Source: an optimization exercise on an open RTL-to-GDS flow (aim: small area). Production flows keep margins and buffers that such runs may drop. Only simulation tests tie the RTL to the original design; equivalence was not proved. Power figures rest on the tool's default switching activity, not on a simulated workload.

==> flow/design.v (excerpt) <==
module motor_ctrl_top #(
	parameter int                    NUM_MOTORS      = motor_pkg::DEF_NUM_MOTORS,
	parameter int                    TICK_CYCLES     = motor_pkg::DEF_TICK_CYCLES,
	parameter int                    DEBOUNCE_CYCLES = motor_pkg::DEF_DEBOUNCE_CYCLES,
	parameter logic [NUM_MOTORS-1:0] MIRROR_MASK     = motor_pkg::DEF_MIRROR_MASK
) (
	input  logic                  fpga_clk_50,
	input  logic                  hps_fpga_reset_n,
	input  logic [NUM_MOTORS-1:0] enc_a,
	input  logic [NUM_MOTORS-1:0] enc_b,
	input  logic                  sp_req,
	input  motor_pkg::motor_idx_t sp_motor,
	input  motor_pkg::speed_t     sp_value,
	output logic                  sp_ack,
	output logic [NUM_MOTORS-1:0] pwm,
	output logic [NUM_MOTORS-1:0] dir_a,
	output logic [NUM_MOTORS-1:0] dir_b,
	output logic [NUM_MOTORS*motor_pkg::SPEED_W-1:0] meas_speed    
);
Size in the first run: ~2600 cells after synthesis, ~600 flip-flops, ~29000 µm² of cells after synthesis.
==> flow/config.mk <==
export PLATFORM = sky130hd
export DESIGN_NAME = motor_ctrl_top
export DESIGN_NICKNAME = motor_ctrl_top
export VERILOG_FILES = /design/flow/design.v
export SDC_FILE = /design/flow/constraint.sdc
export NUM_CORES = 4
export LEC_CHECK = 0
export CAP_MARGIN = 20
export CORE_MARGIN = 2
export CORE_UTILIZATION = 65
export CTS_BUF_LIST = sky130_fd_sc_hd__clkbuf_16
export CTS_CLUSTER_DIAMETER = 100
export CTS_CLUSTER_SIZE = 26
export SLEW_MARGIN = 20
==> flow/constraint.sdc <==
create_clock -name core_clock -period 12.0 [get_ports {fpga_clk_50}]
set_input_delay 2.4000 -clock core_clock [delete_from_list [all_inputs] [get_ports {fpga_clk_50}]]
set_output_delay 2.4000 -clock core_clock [all_outputs]
set_load 0.01 [all_outputs]
standard.sh (not shown) runs the stock make flow with config.mk's settings and CLKGATE_MAP_FILE= SYNTH_SCRIPT=/design/flow/synth_recipe.tcl, a recipe that flattens the netlist after the stock synthesis.
==> flow/flow/run.sh <==
#!/bin/bash
# The standard layout (the standard.sh, standard synthesis unchanged), with
# the port buffers made of the smallest buffer cell instead of the default.
set -euo pipefail
export BUFFER_PORTS_ARGS="-buffer_cell sky130_fd_sc_hd__buf_1"
bash standard.sh "BUFFER_PORTS_ARGS=-buffer_cell sky130_fd_sc_hd__buf_1" finish > standard_flow.log 2>&1
Next try:
--- a/flow/design.v
+++ b/flow/design.v
@@ -99,32 +99,32 @@
 );
 	logic [1:0] sync_q1;
 	logic [1:0] sync_q2;
 	logic [1:0] filt;
 	logic [1:0] filt_prev;
 	logic [1:0] st [2];    
 	logic       step_up;
 	logic       step_dn;
 	always_ff @(posedge fpga_clk_50)
+		sync_q2 <= sync_q1;
+	always_ff @(posedge fpga_clk_50)
 	begin
 		if (!hps_fpga_reset_n)
 		begin
 			sync_q1   <= '0;
-			sync_q2   <= '0;
 			filt      <= '0;
 			filt_prev <= '0;
 			st[0]     <= '0;
 			st[1]     <= '0;
 		end
 		else
 		begin
 			sync_q1   <= {enc_a, enc_b};
-			sync_q2   <= sync_q1;
 			filt_prev <= filt;
 			for (int i = 0; i < 2; i++)
 			begin
 				if (sync_q2[i] != filt[i])
 				begin
 					st[i] <= st[i] + 1'b1;
 					if (st[i] == 2'd3)
 						filt[i] <= sync_q2[i];
 				end
@@ -343,43 +343,45 @@
 			dir_a <= {fwd, fwd_q};
 			dir_b <= {rev, rev_q};
 		end
 	end
 endmodule
 `timescale 1ns/1ps
 module pwm_generator (
 	input  logic             fpga_clk_50,
 	input  logic             hps_fpga_reset_n,
+	input  logic             run,      
 	input  motor_pkg::duty_t cnt,
 	input  motor_pkg::duty_t duty,
 	output logic             pwm
 );
-	motor_pkg::duty_t shadow;
-	always_ff @(posedge fpga_clk_50 or negedge hps_fpga_reset_n)
+	motor_pkg::duty_t shadow;    
+	logic             lt;
+	always_ff @(posedge fpga_clk_50)
 	begin
-		if (!hps_fpga_reset_n)
-			shadow <= '0;
-		else if (cnt == '1)
+		if (cnt == '1)
 			shadow <= duty;
 	end
-	rc_lt #(.W (motor_pkg::DUTY_W)) u_cmp (.a (cnt), .b (shadow), .lt (pwm));
+	rc_lt #(.W (motor_pkg::DUTY_W)) u_cmp (.a (cnt), .b (shadow), .lt (lt));
+	assign pwm = run && lt;
 endmodule
 `timescale 1ns/1ps
 module setpoint_scheduler #(
 	parameter int NUM_MOTORS = motor_pkg::DEF_NUM_MOTORS
 ) (
 	input  logic                  fpga_clk_50,
 	input  logic                  hps_fpga_reset_n,
 	input  logic                  sp_req,
 	input  motor_pkg::motor_idx_t sp_motor,
 	input  motor_pkg::speed_t     sp_value,
 	output logic                  sp_ack,
 	output motor_pkg::duty_t      pwm_cnt,
+	output logic                  pwm_run,   
 	output logic                  tick,      
 	output logic                  tick_d,    
 	output logic [NUM_MOTORS-1:0] wr,        
 	output motor_pkg::speed_t     wdata
 );
 	localparam int NP = NUM_MOTORS / 2;
 	logic [6:0]        tick_hi;
 	logic [1:0]        hs_state;    
 	logic              wr_en;
@@ -401,18 +403,25 @@
 		begin
 			pwm_cnt <= pwm_cnt_inc;
 			if (pwm_cnt[3:0] == 4'hf)
 				tick_hi <= (tick_hi == 7'd124) ? 7'd0 : tick_hi_inc;
 		end
 	end
 	always_ff @(posedge fpga_clk_50 or negedge hps_fpga_reset_n)
 	begin
 		if (!hps_fpga_reset_n)
+			pwm_run <= 1'b0;
+		else if (pwm_cnt == '1)
+			pwm_run <= 1'b1;
+	end
+	always_ff @(posedge fpga_clk_50 or negedge hps_fpga_reset_n)
+	begin
+		if (!hps_fpga_reset_n)
 		begin
 			tick   <= 1'b1;
 			tick_d <= 1'b0;
 		end
 		else
 		begin
 			tick   <= (tick_hi == 7'd124) && (pwm_cnt[3:0] == 4'hf);
 			tick_d <= tick;
 		end
@@ -469,32 +478,34 @@
 );
 	localparam int NP = NUM_MOTORS / 2;
 	localparam int SW = motor_pkg::SPEED_W;
 	localparam int WW = motor_pkg::WIN_W;
 	localparam int DW = motor_pkg::DUTY_W;
 	logic                        tick;
 	logic                        tick_d;
 	logic [NUM_MOTORS-1:0]       wr;
 	motor_pkg::duty_t            pwm_cnt;
+	logic                        pwm_run;
 	motor_pkg::speed_t           wdata;
 	logic [NUM_MOTORS*WW-1:0]    win;
 	logic [NUM_MOTORS*WW-1:0]    spd;
 	logic [NUM_MOTORS*DW-1:0]    duty;
 	setpoint_scheduler #(
 		.NUM_MOTORS (NUM_MOTORS)
 	) u_sched (
 		.fpga_clk_50      (fpga_clk_50),
 		.hps_fpga_reset_n (hps_fpga_reset_n),
 		.sp_req           (sp_req),
 		.sp_motor         (sp_motor),
 		.sp_value         (sp_value),
 		.sp_ack           (sp_ack),
 		.pwm_cnt          (pwm_cnt),
+		.pwm_run          (pwm_run),
 		.tick             (tick),
 		.tick_d           (tick_d),
 		.wr               (wr),
 		.wdata            (wdata)
 	);
 	for (genvar i = 0; i < NUM_MOTORS; i++)
 	begin : g_motor
 		quad_decoder #(
 			.MIRROR (MIRROR_MASK[i])
@@ -511,18 +522,19 @@
 			.hps_fpga_reset_n (hps_fpga_reset_n),
 			.tick             (tick),
 			.win              (win[i*WW +: WW]),
 			.spd              (spd[i*WW +: WW]),
 			.speed            (meas_speed[i*SW +: SW])
 		);
 		pwm_generator u_pwm (
 			.fpga_clk_50      (fpga_clk_50),
 			.hps_fpga_reset_n (hps_fpga_reset_n),
+			.run              (pwm_run),
 			.cnt              (pwm_cnt),
 			.duty             (duty[i*DW +: DW]),
 			.pwm              (pwm[i])
 		);
 	end
 	for (genvar p = 0; p < NP; p++)
 	begin : g_pair
 		logic [1:0] da;
 		logic [1:0] db;
What happened: Cell count decreases by about 2%; clock skew barely changes; design area came out lower by about 1.3%; first-iteration DRC count went down by about 0.55%; power came out higher by about 0.5%; count of clock-buffer cells in the layout stays the same; setup slack improves by 290 ps; synthesized cell count fell by 2.6%; fmax goes up by about 2.7%; routed wire length decreases by 2.4%; critical path depth came out higher by 5; non-clock buffer count drops by 3; utilization grows by 0.49 points.

port drivers added, routing unchanged:
The flow's constraints put no driver on any port. The routed layouts listed below were extracted and timed again, unchanged, in two steps. Step 1 sets driving cells, clkbuf_16 on the clock port and buf_2 on the other inputs (assumed; they add their load-dependent delay and slew). Step 2 times the ports against the registers' clock, not the clock port: input delays grow and output delays shrink by t, the midpoint of the rising clock arrivals with the driver on. Three values: ideal ports, drivers, drivers and shift; two values: the first two.
run | shift t [ns] | setup slack, ns | hold WS [ns] | pins driven straight from the clock port
the first run | 0.649 | 1.140 / 1.140 / 1.140 | 0.331 / 0.331 / 0.331 | 1
the second run | 0.649 | 1.428 / 1.428 / 1.428 | 0.320 / 0.320 / 0.320 | 1
After both steps setup and hold are still met in every run listed.
